Background: an optimization exercise with open tools, aiming at small area. Do not read the settings as production practice.
Function was checked by simulation only, so behaviour that the tests miss may differ from the original.
Power is estimated from default activity; no workload was simulated.

File: standard.sh
#!/bin/bash
# synth_recipe.tcl (not shown) runs the flow's synth.tcl, then flattens the netlist and writes it again
# the make line also repeats each setting of config.mk as NAME=value (left out here)
make -C /OpenROAD-flow-scripts/flow DESIGN_CONFIG=/design/flow/config.mk WORK_HOME=/design/flow/orfs CLKGATE_MAP_FILE= SYNTH_SCRIPT=/design/flow/synth_recipe.tcl "${@:-finish}"
File: config.mk
export PLATFORM = sky130hd
export DESIGN_NAME = write_back_regfile
export DESIGN_NICKNAME = write_back_regfile
export VERILOG_FILES = /design/flow/design.v
export SDC_FILE = /design/flow/constraint.sdc
export NUM_CORES = 8
export LEC_CHECK = 0
export CAP_MARGIN = 20
export CORE_MARGIN = 2
export CORE_UTILIZATION = 65
export SLEW_MARGIN = 20
File: flow/peephole.py
#!/usr/bin/env python3
"""Area peephole on the synthesized netlist (sky130hd), run after synthesis.

Each register-file bit is mapped by ABC as
    D = a221oi(M, sM, E, sE, nor2(Q, hn))   = ~(M&sM | E&sE | ~Q&~hn)
with M, E the valM_i/valE_i bits. The same function is
    D = a21oi(E, sE, o22ai(~M, ~sM, Q, hn))
which is 11.26 um2 instead of 12.51 um2 per bit; ~M is shared by the 15
registers of a bit and ~sM by the 64 bits of a register. Each read-port output
    nand2(nor4(p1..p4), nor4(nor2(a, b), p5, p6, p7))
becomes o211ai(a, b, nor4(p1..p4), nor3(p5, p6, p7)), 1.25 um2 smaller.
Only these exact patterns are rewritten; everything else, the flip-flops
included, is kept.

usage: peephole.py NETLIST   (rewrites it in place)
"""
import re
import sys

CELL = re.compile(r'^  (sky130_fd_sc_hd__\w+) (\S+)\s+\((.*?)\n  \);\n', re.S | re.M)
PIN = re.compile(r'\.(\w+)\(([^()]*(?:\([^()]*\))?[^()]*)\)')
OUTS = ('X', 'Y', 'Q', 'Q_N', 'HI', 'LO')


def main(path):
    text = open(path).read()
    cells = []
    for m in CELL.finditer(text):
        pins = {k: v.strip() for k, v in PIN.findall(m.group(3))}
        cells.append({'type': m.group(1), 'name': m.group(2), 'pins': pins,
                      'span': m.span()})
    driver = {}
    loads = {}
    for c in cells:
        for k, v in c['pins'].items():
            if k in OUTS:
                driver[v] = c
            else:
                loads.setdefault(v, []).append(c)

    def short(c):
        return c['type'].replace('sky130_fd_sc_hd__', '')

    remove = set()
    new_cells = []
    new_wires = []
    inv_of = {}
    count = [0]

    def inverted(net):
        if net not in inv_of:
            w = f'pp_n{len(inv_of)}'
            new_wires.append(w)
            new_cells.append(('sky130_fd_sc_hd__inv_1', f'pp_inv{len(inv_of)}',
                              [('A', net), ('Y', w)]))
            inv_of[net] = w
        return inv_of[net]

    data_m = re.compile(r'^valM_i\[\d+\]$')
    data_e = re.compile(r'^valE_i\[\d+\]$')
    for c in cells:
        if short(c) != 'a221oi_1':
            continue
        p = c['pins']
        y = p['Y']
        # the a221oi must feed exactly one flip-flop D, whose Q goes back
        # through a private nor2 into C1
        ld = loads.get(y, [])
        if len(ld) != 1 or not short(ld[0]).startswith('dfxtp') or ld[0]['pins'].get('D') != y:
            continue
        q = ld[0]['pins']['Q']
        n2 = driver.get(p['C1'])
        if n2 is None or short(n2) != 'nor2_1' or len(loads.get(p['C1'], [])) != 1:
            continue
        if q == n2['pins']['A']:
            hn = n2['pins']['B']
        elif q == n2['pins']['B']:
            hn = n2['pins']['A']
        else:
            continue
        pairs = [(p['A1'], p['A2']), (p['B1'], p['B2'])]
        pm = pe = None
        for a, b in pairs:
            if data_m.match(a):
                pm = (a, b)
            elif data_m.match(b):
                pm = (b, a)
            elif data_e.match(a):
                pe = (a, b)
            elif data_e.match(b):
                pe = (b, a)
        if pm is None or pe is None:
            continue
        m, sm = pm
        e, se = pe
        t = f'pp_t{count[0]}'
        new_wires.append(t)
        new_cells.append(('sky130_fd_sc_hd__o22ai_1', f'pp_o{count[0]}',
                          [('A1', inverted(m)), ('A2', inverted(sm)),
                           ('B1', q), ('B2', hn), ('Y', t)]))
        new_cells.append(('sky130_fd_sc_hd__a21oi_1', f'pp_a{count[0]}',
                          [('A1', e), ('A2', se), ('B1', t), ('Y', y)]))
        remove.add(c['name'])
        remove.add(n2['name'])
        count[0] += 1

    # Read ports: nand2(nor4(p1..p4), nor4(nor2(a, b), p5, p6, p7))
    #   = o211ai(a, b, nor4(p1..p4), nor3(p5, p6, p7)), 1.25 um2 smaller.
    nread = 0
    for c in cells:
        if short(c) != 'nand2_1' or c['name'] in remove:
            continue
        ins = [c['pins']['A'], c['pins']['B']]
        drv = [driver.get(n) for n in ins]
        if any(d is None or short(d) != 'nor4_1' or d['name'] in remove
               or len(loads.get(n, [])) != 1 for d, n in zip(drv, ins)):
            continue
        done = False
        for k in (0, 1):
            big, other = drv[k], drv[1 - k]
            bp = big['pins']
            for pin in ('A', 'B', 'C', 'D'):
                n2 = driver.get(bp[pin])
                if (n2 is None or short(n2) != 'nor2_1' or n2['name'] in remove
                        or len(loads.get(bp[pin], [])) != 1):
                    continue
                rest = [bp[x] for x in ('A', 'B', 'C', 'D') if x != pin]
                w = f'pp_r{nread}'
                new_wires.append(w)
                new_cells.append(('sky130_fd_sc_hd__nor3_1', f'pp_rn{nread}',
                                  [('A', rest[0]), ('B', rest[1]), ('C', rest[2]), ('Y', w)]))
                new_cells.append(('sky130_fd_sc_hd__o211ai_1', f'pp_ro{nread}',
                                  [('A1', n2['pins']['A']), ('A2', n2['pins']['B']),
                                   ('B1', c['pins'][('A', 'B')[1 - k]]), ('C1', w),
                                   ('Y', c['pins']['Y'])]))
                remove.update((c['name'], big['name'], n2['name']))
                nread += 1
                done = True
                break
            if done:
                break

    out = []
    pos = 0
    for c in cells:
        if c['name'] in remove:
            s, e = c['span']
            out.append(text[pos:s])
            pos = e
    out.append(text[pos:])
    text = ''.join(out)
    decl = ''.join(f'  wire {w};\n' for w in new_wires)
    inst = ''.join(
        f'  {t} {n} (\n' + ',\n'.join(f'    .{k}({v}{" " if v.startswith(chr(92)) else ""})' for k, v in pins) + '\n  );\n'
        for t, n, pins in new_cells)
    i = text.index('\n  sky130_fd_sc_hd__')
    text = text[:i + 1] + decl + text[i + 1:]
    j = text.rindex('endmodule')
    text = text[:j] + inst + text[j:]
    open(path, 'w').write(text)
    print(f'peephole: rewrote {count[0]} register bits, {len(inv_of)} inverters, '
          f'{nread} read-port outputs')


if __name__ == '__main__':
    main(sys.argv[1])
File: design.v
module write_back_regfile #(
   parameter int NREG  = 15,
   parameter int CNT_W = 20
) (
   input  logic        clk_i,
   input  logic        rst_n_i,
   input  logic        valid_i,
   input  logic [3:0]  icode_i,
   input  logic [2:0]  stat_i,
   input  logic        dmem_error_i,
   input  logic [63:0] valE_i,
   input  logic [63:0] valM_i,
   input  logic [3:0]  dstE_i,
   input  logic [3:0]  dstM_i,
   input  logic [3:0]  srcA_i,
   input  logic [3:0]  srcB_i,
   output logic [63:0] valA_o,
   output logic [63:0] valB_o,
   output logic [2:0]  stat_o,
   output logic        halted_o,
   output logic [63:0] retired_o
);
   logic [63:0]      regs_n_q [NREG];   
   logic [NREG-1:0]  wr_q;           
   logic [2:0]       stat_q;
   logic [CNT_W-1:0] retired_q;
   logic halted, aok, retire, fault;
   logic [NREG-1:0] weE, weM, we, rdA, rdB;
   logic unused_icode;
   assign unused_icode = ^icode_i;
   assign halted = (stat_q != 3'd1);
   assign aok    = !dmem_error_i && (stat_i == 3'd1);
   assign retire = valid_i && !halted && aok;
   assign fault  = valid_i && !halted && !aok;
   function automatic logic [3:0] dec2(input logic [1:0] a);
      dec2 = 4'b0001 << a;
   endfunction
   logic [3:0] dEl, dEh, dMl, dMh, sAl, sAh, sBl, sBh;
   assign dEl = dec2(dstE_i[1:0]);
   assign dEh = dec2(dstE_i[3:2]) & {4{retire}};
   assign dMl = dec2(dstM_i[1:0]);
   assign dMh = dec2(dstM_i[3:2]) & {4{retire}};
   assign sAl = dec2(srcA_i[1:0]);
   assign sAh = dec2(srcA_i[3:2]);
   assign sBl = dec2(srcB_i[1:0]);
   assign sBh = dec2(srcB_i[3:2]);
   for (genvar r = 0; r < NREG; r++) begin : g_sel
      assign weM[r] = dMh[r/4] && dMl[r%4];
      assign weE[r] = dEh[r/4] && dEl[r%4] && !weM[r];
      assign we[r]  = weM[r] || weE[r];
      assign rdA[r] = wr_q[r] && sAh[r/4] && sAl[r%4];
      assign rdB[r] = wr_q[r] && sBh[r/4] && sBl[r%4];
   end
   logic [63:0] valM_n;
   assign valM_n = ~valM_i;
   for (genvar r = 0; r < NREG; r++) begin : g_reg
      logic [63:0] keep_m;
      assign keep_m = ~((valM_n | {64{!weM[r]}}) & (regs_n_q[r] | {64{we[r]}}));
      always_ff @(posedge clk_i) begin
         regs_n_q[r] <= ~(({64{weE[r]}} & valE_i) | keep_m);
      end
   end
   always_ff @(posedge clk_i or negedge rst_n_i) begin
      if (!rst_n_i) begin
         wr_q      <= '0;
         stat_q    <= 3'd1;
         retired_q <= '0;
      end else begin
         wr_q <= wr_q | we;
         if (retire) retired_q <= retired_q + 1'b1;
         if (fault) begin
            if (dmem_error_i) stat_q <= 3'd3;
            else if (stat_i == 3'd2 || stat_i == 3'd3) stat_q <= stat_i;
            else stat_q <= 3'd4;
         end
      end
   end
   always_comb begin
      valA_o = '0;
      valB_o = '0;
      for (int r = 0; r < NREG; r++) begin
         valA_o = valA_o | ({64{rdA[r]}} & ~regs_n_q[r]);
         valB_o = valB_o | ({64{rdB[r]}} & ~regs_n_q[r]);
      end
   end
   assign stat_o    = stat_q;
   assign halted_o  = halted;
   assign retired_o = {{(64-CNT_W){1'b0}}, retired_q};
endmodule
File: flow/area.abc
strash
dch -p
map -a
File: flow/run.sh
#!/bin/bash
# Own layout flow: the standard ORFS flow with
#  - ABC mapping the combinational logic for area (flow/area.abc), then
#    a peephole rewrite of the register-file write and read-port cells into
#    smaller equivalents (flow/peephole.py),
#  - buf_1 port buffers,
#  - one buf_6 per high-fanout select net, placed with the design
#    (flow/prebuf_gp.tcl, flow/prebuf_unlock.tcl),
#  - a clock tree of larger sink clusters without dummy loads.
set -euo pipefail
W=$PWD
F=$W/flow
mkdir -p $W/own
# ORFS synth.tcl with only the abc call changed to use area.abc.
sed 's|^  log_cmd abc {\*}\$abc_args$|  log_cmd abc -script $::env(OWN_ABC_SCRIPT) {*}[lrange $abc_args 2 end]|' \
  $FLOW_HOME/scripts/synth.tcl > $W/own/synth.tcl
grep -q 'OWN_ABC_SCRIPT' $W/own/synth.tcl
export OWN_SYNTH_TCL=$W/own/synth.tcl
export OWN_ABC_SCRIPT=$F/area.abc
export OWN_PEEPHOLE=$F/peephole.py
sed "s|SYNTH_SCRIPT=[^ ]*|SYNTH_SCRIPT=$F/synth_wrap.tcl|" standard.sh > $W/own/standard.sh
grep -q "SYNTH_SCRIPT=$F/synth_wrap.tcl" $W/own/standard.sh
export PRE_GLOBAL_PLACE_TCL=$F/prebuf_gp.tcl
export PRE_RESIZE_TCL=$F/prebuf_unlock.tcl
export BUFFER_PORTS_ARGS="-buffer_cell sky130_fd_sc_hd__buf_1"
export CTS_ARGS="-sink_clustering_enable -repair_clock_nets -dont_use_dummy_load -sink_clustering_size 25 -sink_clustering_max_diameter 100 -buf_list {sky130_fd_sc_hd__clkbuf_8 sky130_fd_sc_hd__clkbuf_16}"
bash $W/own/standard.sh > $W/make_finish.log 2>&1
File: constraint.sdc
create_clock -name core_clock -period 8.0 [get_ports {clk_i}]
set_input_delay 1.6000 -clock core_clock [delete_from_list [all_inputs] [get_ports {clk_i}]]
set_output_delay 1.6000 -clock core_clock [all_outputs]
set_load 0.01 [all_outputs]
File: flow/prebuf_unlock.tcl
# Release the buffers and nets that prebuf_gp.tcl kept from the placer's
# repair, so that repair_design may resize or extend them.
set prebuf_n 0
foreach inst [[ord::get_db_block] getInsts] {
  if {![string match prebuf* [$inst getName]]} continue
  if {![string match sky130_fd_sc_hd__buf_* [[$inst getMaster] getName]]} continue
  unset_dont_touch [get_cells [$inst getName]]
  foreach it [$inst getITerms] {
    set n [$it getNet]
    if {$n != "NULL" && [$n getSigType] == "SIGNAL"} { unset_dont_touch [get_nets [$n getName]] }
  }
  incr prebuf_n
}
puts "prebuf: released $prebuf_n buffers"
File: flow/prebuf_gp.tcl
# Before global placement: give each high-fanout signal net (the register
# file's select lines) one buf_6, and keep it and its net out of the
# timing-driven placer's buffer removal and repair, so that the select lines
# are not rebuilt as large buffer trees. prebuf_unlock.tcl releases them
# before the resizer's own repair.
set prebuf_block [ord::get_db_block]
set prebuf_dbu [$prebuf_block getDbUnitsPerMicron]
set prebuf_nets {}
foreach net [$prebuf_block getNets] {
  if {[$net getSigType] != "SIGNAL"} continue
  if {[llength [$net getBTerms]] > 0} continue
  set loads {}
  set drivers 0
  foreach it [$net getITerms] {
    if {[$it isOutputSignal]} { incr drivers } else { lappend loads $it }
  }
  if {$drivers != 1 || [llength $loads] < 20} continue
  set is_clk 0
  foreach it $loads {
    if {[[$it getMTerm] getSigType] == "CLOCK"} { set is_clk 1; break }
  }
  if {$is_clk} continue
  lappend prebuf_nets $net
}
set prebuf_insts {}
foreach net $prebuf_nets {
  set sx 0.0; set sy 0.0; set n 0
  foreach it [$net getITerms] {
    if {[$it isOutputSignal]} continue
    set loc [[$it getInst] getLocation]
    set sx [expr {$sx + [lindex $loc 0]}]; set sy [expr {$sy + [lindex $loc 1]}]; incr n
  }
  set x [expr {$sx / $n / $prebuf_dbu}]
  set y [expr {$sy / $n / $prebuf_dbu}]
  lappend prebuf_insts [insert_buffer -buffer_cell sky130_fd_sc_hd__buf_6 \
    -net [$net getName] -location [list $x $y] -buffer_name prebuf]
}
foreach sta_inst $prebuf_insts {
  set inst [[ord::get_db_block] findInst [get_full_name $sta_inst]]
  set_dont_touch [get_cells [$inst getName]]
  foreach it [$inst getITerms] {
    set n [$it getNet]
    if {$n != "NULL" && [$n getSigType] == "SIGNAL"} { set_dont_touch [get_nets [$n getName]] }
  }
}
puts "prebuf: buffered [llength $prebuf_insts] high-fanout nets"
File: flow/synth_wrap.tcl
# synth_recipe.tcl with an area-only ABC mapping: the same ORFS synthesis
# (fsm and share skipped, flattened, function nets renamed), but ABC maps the
# combinational logic with area.abc instead of the speed script.
proc synth {args} { yosys synth -nofsm -noshare {*}$args }
source $::env(OWN_SYNTH_TCL)
# left out here: clear keep_hierarchy, flatten, clean up, hide names made inside functions, write 1_2_yosys.v
# Rewrite the register-file write cells to a smaller equivalent (peephole.py).
exec python3 $::env(OWN_PEEPHOLE) $::env(RESULTS_DIR)/1_2_yosys.v >@ stdout 2>@ stderr
==> run summary, run 1 <==
Synth Area per Inst=8.881 sq um; Post-CTS Setup Inserts=0; Synthesis Warnings=2; max-cap viol count=0; vias in the first global route=46510; endpoint class of the critical path=output pin; global route total overflow=0; core area=62740 sq um; Syn-to-layout area delta=9.857%; RePlAce Congestion=0.8860; HPWL after DPL=81690 um; CP Cell Sequence=buf_1, nor2_1, nand3_1, buf_6, o22ai_1, nor4_1, o211ai_1, buf_1; minimum clock period=5602 ps; Vias/cell=8.709; cell area after synthesis=40980 sq um; clk sink count=998; pin count of the biggest net entering global routing=66; most used cell, CP=buf_1; PnR worst setup slack=2398 ps; Fill cells=5196; Hold Vio Cnt, Final=0; Total GRT Usage=0.5968; slowest stage delay, CP=740 ps; worst ir drop on vdd=0.0001807 V; WL/cell=34.68 um; share of cells above drive strength 1=0.02800; die span in x=255.1 um; Initial Util=0.6532; I/O pin total=351; CP max stage cell=buf_6; die area=65070 sq um; area occupied by registers=20170 sq um; CP Launch Type=input port; worst setup path class=in2out; CTS tree=yes; worst-margin pin slew=1163 ps; DRT antenna net count=0; power consumption=7840 uW; antenna violations before repair=15; DR vias=51340; leakage=0.01667 uW; Gate Count Post-Synth=4614; nets=5194; total CTS buffers=45; Top delay family on crit path=buffers and inverters; DRC=0; Final Setup Violations=0; global-route wire length before repair=291100 um; relative slew slack=0.2246; Rows=92; Pins Over Slew Limit=0; PortBufs=302; worst path bufs/invs=3; RSZ-0062 raised after global routing=no; CP Max Fanout=64; outcome=timing/DRC/antenna clean; Sum Neg Setup Slack=0 ps; routed wire length=204400 um; fmax=0.1785 GHz; HP Class=reg2reg; Die H=255.1 um; Critical Path AT=4000 ps; Iter 0 DRT Violations=14370; Worst EP required=6400 ps; crit share post-route=0.7002; CTS Hold Bufs=0; clock latency on the worst-skew pair=660 ps; Fin Clk Skew=35.11 ps; Root Driver=clkbuf_16; # H-tree levels=2; post_cts resized=0; Max Buffers Root-to-Sink=3; Multi-input gate area=20110 sq um; Initial DRT Pass Iterations=17; clock-pin slew on the worst setup and hold paths=100 ps; DP Worst Slack=2734 ps; Power Density=174.2 nW/um^2
==> final cells by class <==
class	instances	area share
Sequential cell	998	0.4481
Multi-Input combinational cell	3474	0.4467
Timing Repair Buffer	378	0.04422
Clock buffer	45	0.02502
Tap cell	846	0.02351
Inverter	141	0.01176
Antenna cell	13	0.0007227
==> cell usage in the layout (no fill, tap or decap) <==
cell type and count:
o211ai_1 129, a21oi_1 976, xnor2_1 1, clkbuf_16 45
and3_2 1, nand4_1 2, dfstp_2 1, nor4_1 139
nand2_1 38, o21a_1 1, clkinv_1 62, nor2_1 71
o21ai_0 10, diode_2 13, xor2_1 12, nor3_1 137
a31o_2 1, ha_1 1, a31oi_1 2, clkbuf_2 1
dfxtp_1 960, dfrtp_1 37, o22ai_1 1856, buf_6 76
or2_2 15, o22a_2 1, nand3_1 37, conb_1 44
inv_1 79, buf_1 301
==> flip-flops by register name, summed over array words and instances, names as in the netlist <==
signal     cells
regs_n_q     960
retired_q     20
wr_q          15
stat_q         3
==> layer usage <==
| layer | routed length, um | share of wire | GRT usage | vias up |
|---|---|---|---|---|
| met5 | 52 | 0.00025 | 0.009023 | - |
| met4 | 20460 | 0.10 | 0.4384 | 6 |
| met3 | 42690 | 0.21 | 0.3600 | 2029 |
| met2 | 75790 | 0.37 | 0.7744 | 6258 |
| met1 | 65410 | 0.32 | 0.7128 | 22910 |
| li1 | - | - | - | 20140 |
==> stage by stage <==
| stage | instance area, sq um | std cells | hold WS, ps | util |
|---|---|---|---|---|
| detailed placement | 43860 | 5837 | 444.4 | 0.6991 |
| CTS | 44980 | 5882 | 460.2 | 0.7170 |
| global route | 45000 | 5888 | 481.1 | 0.7173 |
| finish | 45020 | 5895 | 458.9 | 0.7176 |
| global placement | 43860 | 5837 | 440.7 | 0.6991 |
| floorplan | 41140 | 4657 | 453.8 | - |
==> report_power, final <==
group	switching [uW]	internal, uW
sequential	0	4970
clock	1630	1010
combinational	199	26.8
total	1830	6010
==> final timing paths <==
path                                            start                        end  depth (start not counted)  slack (ps)
worst max-delay path                        srcB_i[0]                 valB_o[59]                          8        2400
max in group asynchronous                     rst_n_i      stat_q[2]$_DFFE_PN0P_                          1        6310
worst min register to register  stat_q[0]$_DFFE_PN1P_      stat_q[0]$_DFFE_PN1P_                          2         460
min in group asynchronous                     rst_n_i  retired_q[19]$_DFFE_PN0P_                          1        1090
worst max register to register  stat_q[0]$_DFFE_PN1P_    regs_n_q[7][27]$_DFF_P_                         12        4160
worst min-delay path            stat_q[0]$_DFFE_PN1P_      stat_q[0]$_DFFE_PN1P_                          2         460
==> worst reg2reg max path, cell delays in order (launching register included) <==
cell      delay, ps
dfstp_2         540
clkinv_1         70
nor3_1          200
nand2_1         110
nor2_1          140
buf_6           210
clkinv_1        300
nor3_1          830
a21oi_1         150
clkinv_1         90
buf_6           690
o22ai_1         270
a21oi_1         170
==> run 2, diff against run 1 <==
--- a/config.mk
+++ b/config.mk
@@ -7,5 +7,5 @@
 export LEC_CHECK = 0
 export CAP_MARGIN = 20
 export CORE_MARGIN = 2
-export CORE_UTILIZATION = 65
+export CORE_UTILIZATION = 55
 export SLEW_MARGIN = 20
==> run 2 against run 1 <==
Compared with the run above: non-clock buffer count unchanged; flip-flop and latch count unchanged; setup slack worse by 73 ps; wire length up 5.3%; synthesized area unchanged; final area up 0.39%; global-route usage down 7.4 points; sequential share of layout area down 0.17 points; first-iteration DRC count down 22%; highest routed layer unchanged.
==> run summary, run 2 <==
outcome=timing/DRC/antenna clean; pin count of the biggest net entering global routing=66 (unchanged); Fin Clk Skew=36.50 ps (+1.386 ps); core area=74070 sq um (+18%); nets=5195 (+0.019%); Hold Vio Cnt, Final=0 (unchanged); worst-margin pin slew=1212 ps (+48.68 ps); worst ir drop on vdd=0.0001913 V (+5.8%); Rows=100 (+8.7%); Worst EP required=6400 ps (about the same); final instance area=45190 sq um (+0.39%); vias in the first global route=45520 (-2.1%); max reg flops=960 (unchanged); CP Max Fanout=64 (unchanged); Gate Count Post-Synth=4614 (unchanged); routed wire length=215300 um (+5.3%); most used cell, CP=buf_1; Final Setup Violations=0 (unchanged); hold depth=2 (unchanged); most common cell after layout, fill and taps aside=o22ai_1; Initial DRT Pass Iterations=10 (-7); Sum Neg Setup Slack=0 ps (unchanged); RePlAce Congestion=0.8436 (-4.8%); max-cap viol count=0 (unchanged); Critical Path AT=4070 ps (+70 ps); Syn-to-layout area delta=10.28%; DP Area=44010 sq um (+0.35%); Synthesis Warnings=2 (unchanged); minimum clock period=5675 ps (+73.13 ps); Pins Over Slew Limit=0 (unchanged); Util after Layout=0.6101 (-0.1075); R2R cell count=12 (unchanged); global-route wire length before repair=302600 um (+3.9%); most frequent cells in the layout=o22ai_1, a21oi_1, dfxtp_1; die area=76700 sq um (+18%); slowest stage delay, CP=790 ps (+50 ps); CP Launch Type=input port; fmax=0.1762 GHz (-1.3%); WL/cell=35.79 um (+3.2%); HP Class=reg2reg; Iter 0 DRT Violations=11240 (-22%); DP Cell Count=5960 (+2.1%); Max Buffers Root-to-Sink=3 (unchanged); RSZ-0062 raised after global routing=no; final std cells w/o fill=6017 (+2.1%); biggest regs=regs_n_q (960), retired_q (20), wr_q (15); Synth Area per Inst=8.881 sq um (unchanged); DRC=0 (unchanged); Total GRT Usage=0.5232 (-0.07357); clock-pin slew on the worst setup and hold paths=80 ps (-20 ps); Vias/cell=8.406 (-3.5%); crit share post-route=0.7094 (+0.009141); Initial Util=0.5532 (-0.09996); clock latency on the worst-skew pair=690 ps (+30 ps); antenna violations before repair=14 (-1); endpoint class of the critical path=output pin; leakage=0.01669 uW (about the same); Stages on worst setup path=8 (unchanged); DR vias=50580 (-1.5%); worst setup path class=in2out; CTS tree=yes; Post-CTS Setup Inserts=0 (unchanged); CP Cell Sequence=buf_1, nor2_1, nand3_1, buf_6, o22ai_1, nor4_1, o211ai_1, buf_1; Die H=277.0 um (+8.6%); Root Driver=clkbuf_16; # H-tree levels=2 (unchanged); cell area after synthesis=40980 sq um (unchanged); worst path bufs/invs=3 (unchanged); Biggest register=regs_n_q; clk sink count=998 (unchanged); post_cts resized=0 (unchanged); CP max stage cell=buf_6; Fill cells=6743 (+30%); share of cells above drive strength 1=0.02819 (+0.0001930); Top delay family on crit path=buffers and inverters; die span in x=277.0 um (+8.6%); CTS Hold Bufs=0 (unchanged); PortBufs=302 (unchanged); Power Density=175.3 nW/um^2 (+0.64%); HPWL after DPL=84740 um (+3.7%); DRT antenna net count=0 (unchanged); I/O pin total=351 (unchanged); relative slew slack=0.1921 (-0.03246); total CTS buffers=46 (+2.2%); global route total overflow=0 (unchanged)
run 2: where the power goes:
group | leakage, uW | switching (uW) | internal (uW)
logic | 0.00793 | 200 | 26.8
registers | 0.00819 | 0 | 4970
clock network | 0.000567 | 1690 | 1030
total | 0.0167 | 1890 | 6030
run 2: worst reg2reg max path: cells and delay by family, from the launching register on:
| family | cells | cell delay (ps) |
|---|---|---|
| DFF | 1 | 540 |
| AOI/OAI and AO/OA | 3 | 680 |
| buffers and inverters | 5 | 1430 |
| and+or+nand+nor | 4 | 1300 |
run 2: metrics by stage:
step	worst slack (ps)	power [uW]	hold slack (ps)
after floorplan	1312	5173	453.8
after global placement	2678	5297	442.7
after detailed placement	2665	5296	441.2
after CTS	2661	7848	452.8
after global routing	2388	8040	482.9
final	2325	7920	452.6
run 2: final timing paths:
kind / endpoint / from / slack, ps
max: valB_o[37] / srcB_i[0] / 2330
min: stat_q[0]$_DFFE_PN1P_ / stat_q[0]$_DFFE_PN1P_ / 450
max reg2reg: regs_n_q[5][21]$_DFF_P_ / stat_q[0]$_DFFE_PN1P_ / 4010
min reg2reg: stat_q[0]$_DFFE_PN1P_ / stat_q[0]$_DFFE_PN1P_ / 450
max in group asynchronous: wr_q[6]$_DFF_PN0_ / rst_n_i / 6310
min in group asynchronous: stat_q[2]$_DFFE_PN0P_ / rst_n_i / 1080
run 2: layout make-up:
cell class / instances / area (sq um) / area share
multi-input cells: 3474 / 20110 / 0.4450
diodes: 11 / 27.53 / 0.0006091
well taps: 969 / 1212 / 0.02683
inverters: 141 / 529.3 / 0.01171
clock buffers: 46 / 1151 / 0.02547
repair buffers: 378 / 1991 / 0.04405
flip-flops and latches: 998 / 20170 / 0.4464
run 2: routing by layer:
metal,routed length (um),vias up,share of wire,GRT usage
met2,85160,5613,0.40,0.7237
met1,73460,23200,0.34,0.6593
met5,80,-,0.00037,0.003752
met3,38210,1604,0.18,0.2137
met4,18420,8,0.086,0.3659
li1,-,20150,-,-
==> run 3, diff against run 2 <==
--- a/flow/run.sh
+++ b/flow/run.sh
@@ -4,7 +4,7 @@
 #    a peephole rewrite of the register-file write and read-port cells into
 #    smaller equivalents (flow/peephole.py),
 #  - buf_1 port buffers,
-#  - one buf_6 per high-fanout select net, placed with the design
+#  - one buf_6 (or an inv_6 driver) per high-fanout select net, placed with the design
 #    (flow/prebuf_gp.tcl, flow/prebuf_unlock.tcl),
 #  - a clock tree of larger sink clusters without dummy loads.
 set -euo pipefail
--- a/flow/prebuf_gp.tcl
+++ b/flow/prebuf_gp.tcl
@@ -1,5 +1,6 @@
 # Before global placement: give each high-fanout signal net (the register
-# file's select lines) one buf_6, and keep it and its net out of the
+# file's select lines) one buf_6, or make its driver an inv_6 if that is a
+# small inverter, and keep these cells and nets out of the
 # timing-driven placer's buffer removal and repair, so that the select lines
 # are not rebuilt as large buffer trees. prebuf_unlock.tcl releases them
 # before the resizer's own repair.
@@ -23,7 +24,20 @@
   lappend prebuf_nets $net
 }
 set prebuf_insts {}
+set prebuf_invs 0
 foreach net $prebuf_nets {
+  # a net driven by a small inverter alone: make that inverter an inv_6
+  # instead of adding a buffer after it
+  set drv ""
+  foreach it [$net getITerms] { if {[$it isOutputSignal]} { set drv [$it getInst] } }
+  set dm [[$drv getMaster] getName]
+  if {[lsearch -exact {sky130_fd_sc_hd__inv_1 sky130_fd_sc_hd__inv_2 sky130_fd_sc_hd__clkinv_1 sky130_fd_sc_hd__clkinv_2} $dm] >= 0} {
+    replace_cell [get_cells [$drv getName]] sky130_fd_sc_hd__inv_6
+    set_dont_touch [get_cells [$drv getName]]
+    set_dont_touch [get_nets [$net getName]]
+    incr prebuf_invs
+    continue
+  }
   set sx 0.0; set sy 0.0; set n 0
   foreach it [$net getITerms] {
     if {[$it isOutputSignal]} continue
@@ -43,4 +57,4 @@
     if {$n != "NULL" && [$n getSigType] == "SIGNAL"} { set_dont_touch [get_nets [$n getName]] }
   }
 }
-puts "prebuf: buffered [llength $prebuf_insts] high-fanout nets"
+puts "prebuf: buffered [llength $prebuf_insts] high-fanout nets, upsized $prebuf_invs inverters"
==> flow/prebuf_unlock.tcl (replaced) <==
# Release the cells and nets that prebuf_gp.tcl kept from the placer's
# repair, so that repair_design may resize or extend them.
set prebuf_n 0
foreach inst [[ord::get_db_block] getInsts] {
  if {[$inst isDoNotTouch]} { unset_dont_touch [get_cells [$inst getName]]; incr prebuf_n }
}
foreach net [[ord::get_db_block] getNets] {
  if {[$net isDoNotTouch]} { unset_dont_touch [get_nets [$net getName]] }
}
puts "prebuf: released $prebuf_n cells"
==> run 3 against run 2 <==
Compared with the run above: via count down 0.40%; largest power group unchanged; first-iteration DRC count is 5.6% higher; synthesized area unchanged; final cell count shrank 0.38%; still clean on timing, DRC and antenna; setup slack better by 130 ps.
==> run summary, run 3 <==
global route total overflow=0 (unchanged); Max Buffers Root-to-Sink=3 (unchanged); Initial DRT Pass Iterations=12 (+2); Synth Area per Inst=8.881 sq um (unchanged); power consumption=7875 uW (-0.57%); routed wire length=213400 um (-0.89%); global-route wire length before repair=300800 um (-0.59%); vias in the first global route=45460 (-0.14%); nets=5167 (-0.54%); CP startpoint=srcA_i[1]; CTS tree=yes; Rows=100 (unchanged); Worst EP required=6400 ps (about the same); post_cts resized=0 (unchanged); Biggest register=regs_n_q; Power Density=175.0 nW/um^2 (-0.17%); worst ir drop on vdd=0.0001690 V (-12%); worst setup path class=in2out; biggest regs=regs_n_q (960), retired_q (20), wr_q (15); Critical R2R Launch=stat_q[0]$_DFFE_PN1P_; pin count of the biggest net entering global routing=66 (unchanged); max reg flops=960 (unchanged); Vias/cell=8.404 (about the same); Syn-to-layout area delta=9.838%; Pins Over Slew Limit=0 (unchanged); clock latency on the worst-skew pair=660 ps (-30 ps); # H-tree levels=2 (unchanged); CTS Hold Bufs=0 (unchanged); Hold Vio Cnt, Final=0 (unchanged); endpoint class of the critical path=output pin; die span in x=277.0 um (unchanged); DP Worst Slack=2667 ps (+2.070 ps); outcome=timing/DRC/antenna clean; Critical Path AT=3940 ps (-130 ps); total CTS buffers=45 (-2.2%); most common cell after layout, fill and taps aside=o22ai_1; Root Driver=clkbuf_16; HP Class=reg2reg; max-cap viol count=0 (unchanged); DRT antenna net count=0 (unchanged); I/O pin total=351 (unchanged); CP Max Fanout=64 (unchanged); die area=76700 sq um (unchanged); most frequent cells in the layout=o22ai_1, a21oi_1, dfxtp_1; Final Setup Violations=0 (unchanged); CP Launch Type=input port; DRC=0 (unchanged); Sum Neg Setup Slack=0 ps (unchanged); Initial Util=0.5532 (unchanged); minimum clock period=5544 ps (-131.1 ps); HPWL after DPL=83960 um (-0.92%); Post-CTS Setup Inserts=0 (unchanged); WL/cell=35.61 um (-0.51%); antenna violations before repair=15 (+1); clk sink count=998 (unchanged); Synthesis Warnings=2 (unchanged); PortBufs=302 (unchanged); cell area after synthesis=40980 sq um (unchanged); share of cells above drive strength 1=0.02815 (-0.00004205); Iter 0 DRT Violations=11870 (+5.6%); Util after Layout=0.6076 (-0.002449); leakage=0.01659 uW (-0.58%); fmax=0.1804 GHz (+2.4%); clock-pin slew on the worst setup and hold paths=100 ps (+20 ps); RSZ-0062 raised after global routing=no; relative slew slack=0.2191 (+0.02694); core area=74070 sq um (unchanged); RePlAce Congestion=0.8615 (+2.1%); PnR worst setup slack=2456 ps (+131.1 ps); Die H=277.0 um (unchanged); worst hold start=stat_q[0]$_DFFE_PN1P_; crit share post-route=0.6930 (-0.01639); Gate Count Post-Synth=4614 (unchanged); Fin Clk Skew=32.63 ps (-3.869 ps); worst-margin pin slew=1171 ps (-40.41 ps); DR vias=50380 (-0.40%); Total GRT Usage=0.5208 (-0.002439)
==> run 3: per-layer routing <==
layer | vias up | GRT usage | wire [um]
met5 | - | 0.01939 | 131
met4 | 6 | 0.3382 | 17710
met3 | 1467 | 0.2259 | 38740
met2 | 5681 | 0.7152 | 83210
met1 | 23110 | 0.6607 | 73630
li1 | 20110 | - | -
==> run 3: report_power, final <==
part | total, uW | internal (uW) | leakage [uW] | switching [uW]
registers | 4970 | 4970 | 0.00819 | 0
logic | 226 | 26.8 | 0.00784 | 200
clock network | 2680 | 1010 | 0.000555 | 1670
==> run 3: worst max-delay path, stage by stage <==
cell      delay (ps)
buf_1            140
nor2_1           130
nand3_1          120
buf_6            710
o22ai_1          170
nor4_1           570
o211ai_1         200
buf_1            170
==> run 3: path summary, 6_finish.rpt <==
kind / end / slack (ps) / cells after the start
worst max register to register: regs_n_q[7][42]$_DFF_P_ / 4120 / 11
min in group asynchronous: retired_q[19]$_DFFE_PN0P_ / 1110 / 1
worst min register to register: stat_q[0]$_DFFE_PN1P_ / 450 / 2
worst min-delay path: stat_q[0]$_DFFE_PN1P_ / 450 / 2
max in group asynchronous: retired_q[7]$_DFFE_PN0P_ / 6290 / 1
worst max-delay path: valA_o[52] / 2460 / 8
==> run 3: metrics by stage <==
step           instance area [sq um]  hold slack, ps  instances
3_3_place_gp                   43840           445.7       5933
6_report                       45010           453.8       5994
4_1_cts                        44970           455.5       5978
3_5_place_dp                   43840           440.9       5933
5_1_grt                        44990           475.3       5988
2_1_floorplan                  41140           453.8       4657
==> run 3: cell type report <==
| class | count | area (sq um) |
|---|---|---|
| Multi-Input combinational cell | 3474 | 20110 |
| Antenna cell | 16 | 40.04 |
| Tap cell | 969 | 1212 |
| Fill cell | 6773 | 29060 |
| Clock buffer | 45 | 1126 |
| Timing Repair Buffer | 351 | 1687 |
| Inverter | 141 | 664.4 |
| Sequential cell | 998 | 20170 |
==> run 4, diff against run 3 <==
--- a/design.v
+++ b/design.v
@@ -67,13 +67,18 @@
          retired_q <= '0;
       end else begin
          wr_q <= wr_q | we;
-         if (retire) retired_q <= retired_q + 1'b1;
+         retired_q <= retired_q ^ carry[CNT_W-1:0];
          if (fault) begin
             if (dmem_error_i) stat_q <= 3'd3;
             else if (stat_i == 3'd2 || stat_i == 3'd3) stat_q <= stat_i;
             else stat_q <= 3'd4;
          end
       end
+   end
+   logic [CNT_W:0] carry;
+   assign carry[0] = retire;
+   for (genvar i = 0; i < CNT_W; i++) begin : g_cnt
+      assign carry[i+1] = carry[i] & retired_q[i];
    end
    always_comb begin
       valA_o = '0;
==> run 4 against run 3 <==
Compared with the run above: die area down 0.72%; first-iteration DRC count is 3.9% lower; clock power about the same; wire length is 0.88% lower; final cell count down 1.7%; clock skew fell by 8.7 ps; critical path depth unchanged; sequential share of layout area up 0.32 points; maximum frequency shrank 1.9%; non-clock buffer count up 2; synthesized cell count is 1.9% lower; register-to-register slack worse by 860 ps.
==> run summary, run 4 <==
global-route wire length before repair=297200 um (-1.2%); cell area after synthesis=40680 sq um (-0.73%); Total GRT Usage=0.5242 (+0.003373); RSZ-0062 raised after global routing=no; Die H=276.0 um (-0.36%); CTS Hold Bufs=0 (unchanged); Gate Count Post-Synth=4525 (-1.9%); global route total overflow=0 (unchanged); Post-CTS Setup Inserts=0 (unchanged); max-cap viol count=0 (unchanged); clock-pin slew on the worst setup and hold paths=100 ps (about the same); Power Density=176.1 nW/um^2 (+0.65%); Fin Clk Skew=23.96 ps (-8.666 ps); Hold Vio Cnt, Final=0 (unchanged); met1 Track Usage GR=0.6706 (+0.009829); post_cts resized=0 (unchanged); Critical Path AT=4050 ps (+110 ps); Net Sw Power=1862 uW (-0.21%); minimum clock period=5653 ps (+109.1 ps); leakage=0.01667 uW (+0.52%); r2r setup slk=3260 ps (-860 ps); clk sink count=998 (unchanged); relative slew slack=0.1993 (-0.01976); Biggest register=regs_n_q; Gate power share=0.029 (about the same); grt peak-use layer=met2; DRC=0 (unchanged); Critical R2R Launch=stat_q[1]$_DFFE_PN0P_; RePlAce Congestion=0.8452 (-1.9%); worst setup path class=in2out; most frequent cells in the layout=o22ai_1, a21oi_1, dfxtp_1; worst ir drop on vdd=0.0001503 V (-11%); nets=5098 (-1.3%); CP Capture Point=valA_o[6]; endpoint class of the critical path=output pin; Worst EP required=6400 ps (about the same); reg2reg end=retired_q[19]$_DFF_PN0_; sw frac=0.2366 (-0.0003611); PortBufs=302 (unchanged); Synth Area per Inst=8.989 sq um (+1.2%); Syn-to-layout area delta=9.874% (about the same); Iter 0 DRT Violations=11410 (-3.9%); Initial DRT Pass Iterations=19 (+7); GR Layer Usage met3=0.2191 (-0.006824); Seq pwr share=0.631 (about the same); Initial Util=0.5566 (+0.003373); pin count of the biggest net entering global routing=66 (unchanged); Pins Over Slew Limit=0 (unchanged); CTS tree=yes; Max Buffers Root-to-Sink=3 (unchanged); # H-tree levels=2 (unchanged); worst-margin pin slew=1201 ps (+29.63 ps); Sum Neg Setup Slack=0 ps (unchanged); HPWL after DPL=83450 um (-0.61%); crit share post-route=0.7066 (+0.01364); HP Class=reg2reg; antenna violations before repair=7 (-8); clock latency on the worst-skew pair=670 ps (about the same); Final Setup Violations=0 (unchanged); DR vias=49440 (-1.9%); M2 GR Usage=0.7205 (+0.005283); DRT antenna net count=0 (unchanged); outcome=timing/DRC/antenna clean; max reg flops=960 (unchanged); Vias/cell=8.389 (-0.18%); CP Launch Type=input port; Fill cells=6692 (-1.2%); Rows=99 (-1.0%); Root Driver=clkbuf_16; Synthesis Warnings=2 (unchanged); biggest regs=regs_n_q (960), retired_q (20), wr_q (15); share of cells above drive strength 1=0.02783 (-0.0003151); most common cell after layout, fill and taps aside=o22ai_1; clock power share=0.340 (about the same); Int Power=6008 uW (about the same); die span in x=276.0 um (-0.36%); CP startpoint=srcA_i[0]; die area=76150 sq um (-0.72%); total CTS buffers=45 (unchanged); vias in the first global route=44730 (-1.6%); R2R cell count=25 (+14); I/O pin total=351 (unchanged); WL/cell=35.90 um (+0.82%); Util after Layout=0.6115 (+0.003904); core area=73080 sq um (-1.3%); fmax=0.1769 GHz (-1.9%); routed wire length=211500 um (-0.88%); CP Max Fanout=64 (unchanged)
==> run 4: cell count changes in the layout (fill, tap and decap cells not counted), moves of 6 or more <==
| cell | delta |
|---|---|
| a21oi_1 | -6 |
| clkinv_1 | -26 |
| ha_1 | +18 |
| nand2_1 | -20 |
| nor2_1 | -13 |
| nor3_1 | -7 |
| nor4_1 | -10 |
| xor2_1 | -11 |
==> run 4: power groups by stage <==
stage	registers [uW]	logic, uW	clock network (uW)
6_report	4970	227	2680
5_1_grt	4970	239	2790
4_1_cts	4970	214	2630
3_5_place_dp	5080	214	0
3_3_place_gp	5080	215	0
2_1_floorplan	5080	91.2	0
==> run 4: how the worst min path moves through the flow <==
stage	slack, ps	cells after the start	start	to
finish	470	1	retired_q[19]$_DFF_PN0_	retired_q[19]$_DFF_PN0_
detailed placement	460	1	retired_q[19]$_DFF_PN0_	retired_q[19]$_DFF_PN0_
global placement	450	1	retired_q[19]$_DFF_PN0_	retired_q[19]$_DFF_PN0_
global route	500	1	retired_q[19]$_DFF_PN0_	retired_q[19]$_DFF_PN0_
floorplan	460	1	wr_q[0]$_DFF_PN0_	wr_q[0]$_DFF_PN0_
CTS	470	1	retired_q[19]$_DFF_PN0_	retired_q[19]$_DFF_PN0_
==> run 4: metal layers <==
layer  share of wire  vias up
met3            0.18     1421
met1            0.34    22700
li1                -    19820
met4           0.079        2
met5        0.000057        -
met2            0.40     5494
==> run 4: layout make-up <==
| type | count | area [sq um] | share of cell area |
|---|---|---|---|
| Clock buffer | 45 | 1126 | 0.02520 |
| Timing Repair Buffer | 353 | 1709 | 0.03824 |
| Antenna cell | 12 | 30.03 | 0.0006719 |
| Inverter | 112 | 540.5 | 0.01209 |
| Sequential cell | 998 | 20170 | 0.4513 |
| Multi-Input combinational cell | 3414 | 19920 | 0.4456 |
| Tap cell | 959 | 1200 | 0.02685 |
==> run 4: worst max-delay path, stage by stage <==
cell and delay [ps]:
buf_1 140, nor2_1 120, nand3_1 120, buf_6 790, o22ai_1 140, nor4_1 680
o211ai_1 230, buf_1 180
==> run 4: through the flow <==
step	instance area, sq um	worst slack, ps	hold slack, ps	std cells	total power [uW]
global route	44680	2361	496.4	5887	7995
global placement	43540	2089	453.6	5836	5297
detailed placement	43540	2048	460.5	5836	5296
finish	44690	2347	469.5	5893	7871
CTS	44660	2622	474.2	5881	7813
floorplan	40840	1778	464.3	4568	5173
==> run 5, diff against run 4 <==
--- a/flow/run.sh
+++ b/flow/run.sh
@@ -3,6 +3,7 @@
 #  - ABC mapping the combinational logic for area (flow/area.abc), then
 #    a peephole rewrite of the register-file write and read-port cells into
 #    smaller equivalents (flow/peephole.py),
+#  - one tie cell for all constant outputs,
 #  - buf_1 port buffers,
 #  - one buf_6 (or an inv_6 driver) per high-fanout select net, placed with the design
 #    (flow/prebuf_gp.tcl, flow/prebuf_unlock.tcl),
@@ -22,6 +23,8 @@
 grep -q "SYNTH_SCRIPT=$F/synth_wrap.tcl" $W/own/standard.sh
 export PRE_GLOBAL_PLACE_TCL=$F/prebuf_gp.tcl
 export PRE_RESIZE_TCL=$F/prebuf_unlock.tcl
+export SKIP_REPAIR_TIE_FANOUT=1
+export SYNTH_INSBUF=0
 export BUFFER_PORTS_ARGS="-buffer_cell sky130_fd_sc_hd__buf_1"
 export CTS_ARGS="-sink_clustering_enable -repair_clock_nets -dont_use_dummy_load -sink_clustering_size 25 -sink_clustering_max_diameter 100 -buf_list {sky130_fd_sc_hd__clkbuf_8 sky130_fd_sc_hd__clkbuf_16}"
 bash $W/own/standard.sh > $W/make_finish.log 2>&1
==> run 5 against run 4 <==
Compared with the run above: critical path depth rose by 1; clock skew rose by 4.7 ps; sequential share of layout area rose by 0.17 points; still clean on timing, DRC and antenna; largest power group unchanged; final cell count fell by 0.75%; sequential power barely moved; synthesized area fell by 0.81%; final area fell by 0.37%; clock power barely moved.
==> run summary, run 5 <==
outcome=timing/DRC/antenna clean; Rows=99 (unchanged); worst path bufs/invs=4 (+1); max-cap viol count=0 (unchanged); area occupied by registers=20170 sq um (unchanged); Sum Neg Setup Slack=0 ps (unchanged); cell area after synthesis=40350 sq um (-0.81%); worst hold margin=490.1 ps (+20.69 ps); sw frac=0.2374 (+0.0007416); worst setup path class=in2out; Gate power share=0.029 (about the same); slowest stage delay, CP=630 ps (-160 ps); share of cells above drive strength 1=0.02808 (+0.0002453); WL/cell=36.56 um (+1.8%); pin count of the biggest net entering global routing=66 (unchanged); worst ir drop on vdd=0.0002259 V (+50%); Syn-to-layout area delta=10.37%; HPWL after DPL=82810 um (-0.77%); clock power share=0.341 (about the same); Critical Path AT=3970 ps (-80 ps); total CTS buffers=45 (unchanged); worst-margin pin slew=1191 ps (-9.764 ps); DRC=0 (unchanged); global-route wire length before repair=300400 um (+1.1%); Net Sw Power=1870 uW (+0.42%); Int Power=6009 uW (about the same); Worst EP required=6400 ps (about the same); Power Density=176.9 nW/um^2 (+0.47%); routed wire length=213800 um (+1.1%); I/O pin total=351 (unchanged); clock latency on the worst-skew pair=650 ps (-20 ps); final instance area=44530 sq um (-0.37%); vias in the first global route=44810 (+0.18%); DP Area=43380 sq um (-0.37%); Fill cells=6683 (-0.13%); most used cell, CP=buf_1; crit share post-route=0.6965 (-0.01010); leakage=0.01654 uW (-0.84%); most frequent cells in the layout=o22ai_1, a21oi_1, dfxtp_1; CP max stage cell=buf_6; Root Driver=clkbuf_16; Pins Over Slew Limit=0 (unchanged); Synth Area per Inst=9.004 sq um (+0.16%); Fin Clk Skew=28.71 ps (+4.744 ps); die area=75540 sq um (-0.80%); Post-CTS Setup Inserts=0 (unchanged); clock-pin slew on the worst setup and hold paths=110 ps (about the same); Seq pwr share=0.631 (about the same); core area=72830 sq um (-0.34%); Top delay family on crit path=buffers and inverters; antenna violations before repair=13 (+6); Vias/cell=8.530 (+1.7%); Max Buffers Root-to-Sink=3 (unchanged); Initial DRT Pass Iterations=9 (-10); Final Setup Violations=0 (unchanged); Iter 0 DRT Violations=11220 (-1.7%); fmax=0.1795 GHz (+1.5%); minimum clock period=5572 ps (-80.81 ps); Gate Count Post-Synth=4481 (-0.97%); DR vias=49890 (+0.92%); Synthesis Warnings=2 (unchanged); CTS tree=yes; relative slew slack=0.2058 (+0.006509); CP Max Fanout=64 (unchanged); global route total overflow=0 (unchanged); Biggest register=regs_n_q; endpoint class of the critical path=output pin; Initial Util=0.5539 (-0.002642); post_cts resized=0 (unchanged); Multi-input gate area=19760 sq um (-0.81%); HP Class=reg2reg; Total GRT Usage=0.5342 (+0.009987); RePlAce Congestion=0.8503 (+0.60%); die span in x=274.8 um (-0.40%); CP Launch Type=input port; CTS Hold Bufs=0 (unchanged); PortBufs=302 (unchanged); # H-tree levels=2 (unchanged); CP Cell Sequence=buf_1, clkinv_1, nor2_1, nand3_1, buf_6, o22ai_1, nor4_1, o211ai_1, buf_1; most common cell after layout, fill and taps aside=o22ai_1; biggest regs=regs_n_q (960), retired_q (20), wr_q (15); Hold Vio Cnt, Final=0 (unchanged); max reg flops=960 (unchanged); Die H=274.8 um (-0.40%); nets=5055 (-0.84%); RSZ-0062 raised after global routing=no; DRT antenna net count=0 (unchanged); clk sink count=998 (unchanged)
## run 5: worst reg2reg max path: cells and delay by family, from the launching register on
family | cells | cell delay, ps
xor gates and xnor gates | 1 | 160
adders and majority gates | 19 | 3580
buffers and inverters | 3 | 380
DFF | 1 | 400
and+or+nand+nor | 2 | 240
## run 5: final cells by class
type / count / share of cell area
Sequential cell: 998 / 0.4530
Timing Repair Buffer: 353 / 0.03838
Inverter: 112 / 0.01214
Clock buffer: 45 / 0.02529
Antenna cell: 11 / 0.0006182
Tap cell: 959 / 0.02695
Multi-Input combinational cell: 3371 / 0.4436
## run 5: through the flow
| stage | instances | power, uW | setup slack (ps) | utilization |
|---|---|---|---|---|
| after floorplan | 4481 | 5157 | 1778 | - |
| after global placement | 5793 | 5297 | 1970 | 0.5955 |
| after detailed placement | 5793 | 5295 | 1896 | 0.5955 |
| after CTS | 5838 | 7814 | 2571 | 0.6110 |
| after global routing | 5843 | 8003 | 2313 | 0.6112 |
| final | 5849 | 7879 | 2428 | 0.6114 |
## run 5: power groups by stage
| stage | Sequential (uW) | Clock (uW) | Combinational [uW] |
|---|---|---|---|
| 2_1_floorplan | 5080 | 0 | 75.2 |
| 3_3_place_gp | 5080 | 0 | 215 |
| 3_5_place_dp | 5080 | 0 | 213 |
| 4_1_cts | 4970 | 2630 | 214 |
| 5_1_grt | 4970 | 2800 | 237 |
| 6_report | 4970 | 2680 | 227 |
## run 5: final timing paths
| check | startpoint | to | slack, ps | depth (start not counted) |
|---|---|---|---|---|
| max | srcA_i[2] | valA_o[12] | 2430 | 9 |
| min | retired_q[19]$_DFF_PN0_ | retired_q[19]$_DFF_PN0_ | 490 | 1 |
| max reg2reg | stat_q[1]$_DFFE_PN0P_ | retired_q[19]$_DFF_PN0_ | 3150 | 25 |
| min reg2reg | retired_q[19]$_DFF_PN0_ | retired_q[19]$_DFF_PN0_ | 490 | 1 |
| max in group asynchronous | rst_n_i | wr_q[10]$_DFF_PN0_ | 6320 | 1 |
| min in group asynchronous | rst_n_i | retired_q[14]$_DFF_PN0_ | 1070 | 1 |
## run 5: per-layer routing
| layer | track usage | wire length (um) | vias up | share of wire |
|---|---|---|---|---|
| met2 | 0.7219 | 83180 | 5587 | 0.39 |
| met1 | 0.6764 | 72710 | 22930 | 0.34 |
| met5 | 0.005013 | 41 | - | 0.00019 |
| met3 | 0.2426 | 39970 | 1603 | 0.19 |
| li1 | - | - | 19770 | - |
| met4 | 0.3622 | 17950 | 6 | 0.084 |

## static timing again, ports no longer ideal
In the flow no input, the clock included, has a driving cell. The finished layouts below were timed again as built, in two steps. Step 1, drivers: a clkbuf_16 drives clk_i and a buf_2 each remaining input, both assumed. Step 2 times the ports against the registers' clock, not the clock port: input delays grow and output delays shrink by t, the midpoint of the rising clock arrivals with the driver on. a / b / c = no drivers / after step 1 / after step 2; a / b = the first two.
| run | shift t [ns] | setup slack, ns | worst register clock-pin slew, ns |
|---|---|---|---|
| run 1 | 0.717 | 2.398 / 2.344 / 2.344 | 0.11 / 0.11 |
| run 2 | 0.738 | 2.325 / 2.270 / 2.270 | 0.11 / 0.11 |
| run 3 | 0.718 | 2.456 / 2.408 / 2.408 | 0.11 / 0.11 |
| run 4 | 0.728 | 2.347 / 2.317 / 2.056 | 0.11 / 0.11 |
| run 5 | 0.714 | 2.428 / 2.378 / 1.936 | 0.12 / 0.12 |
After both steps every run listed still meets setup and hold. For run 5, which loses most, drivers alone change the setup slack by -0.050 ns; drivers and shift together by -0.492 ns.
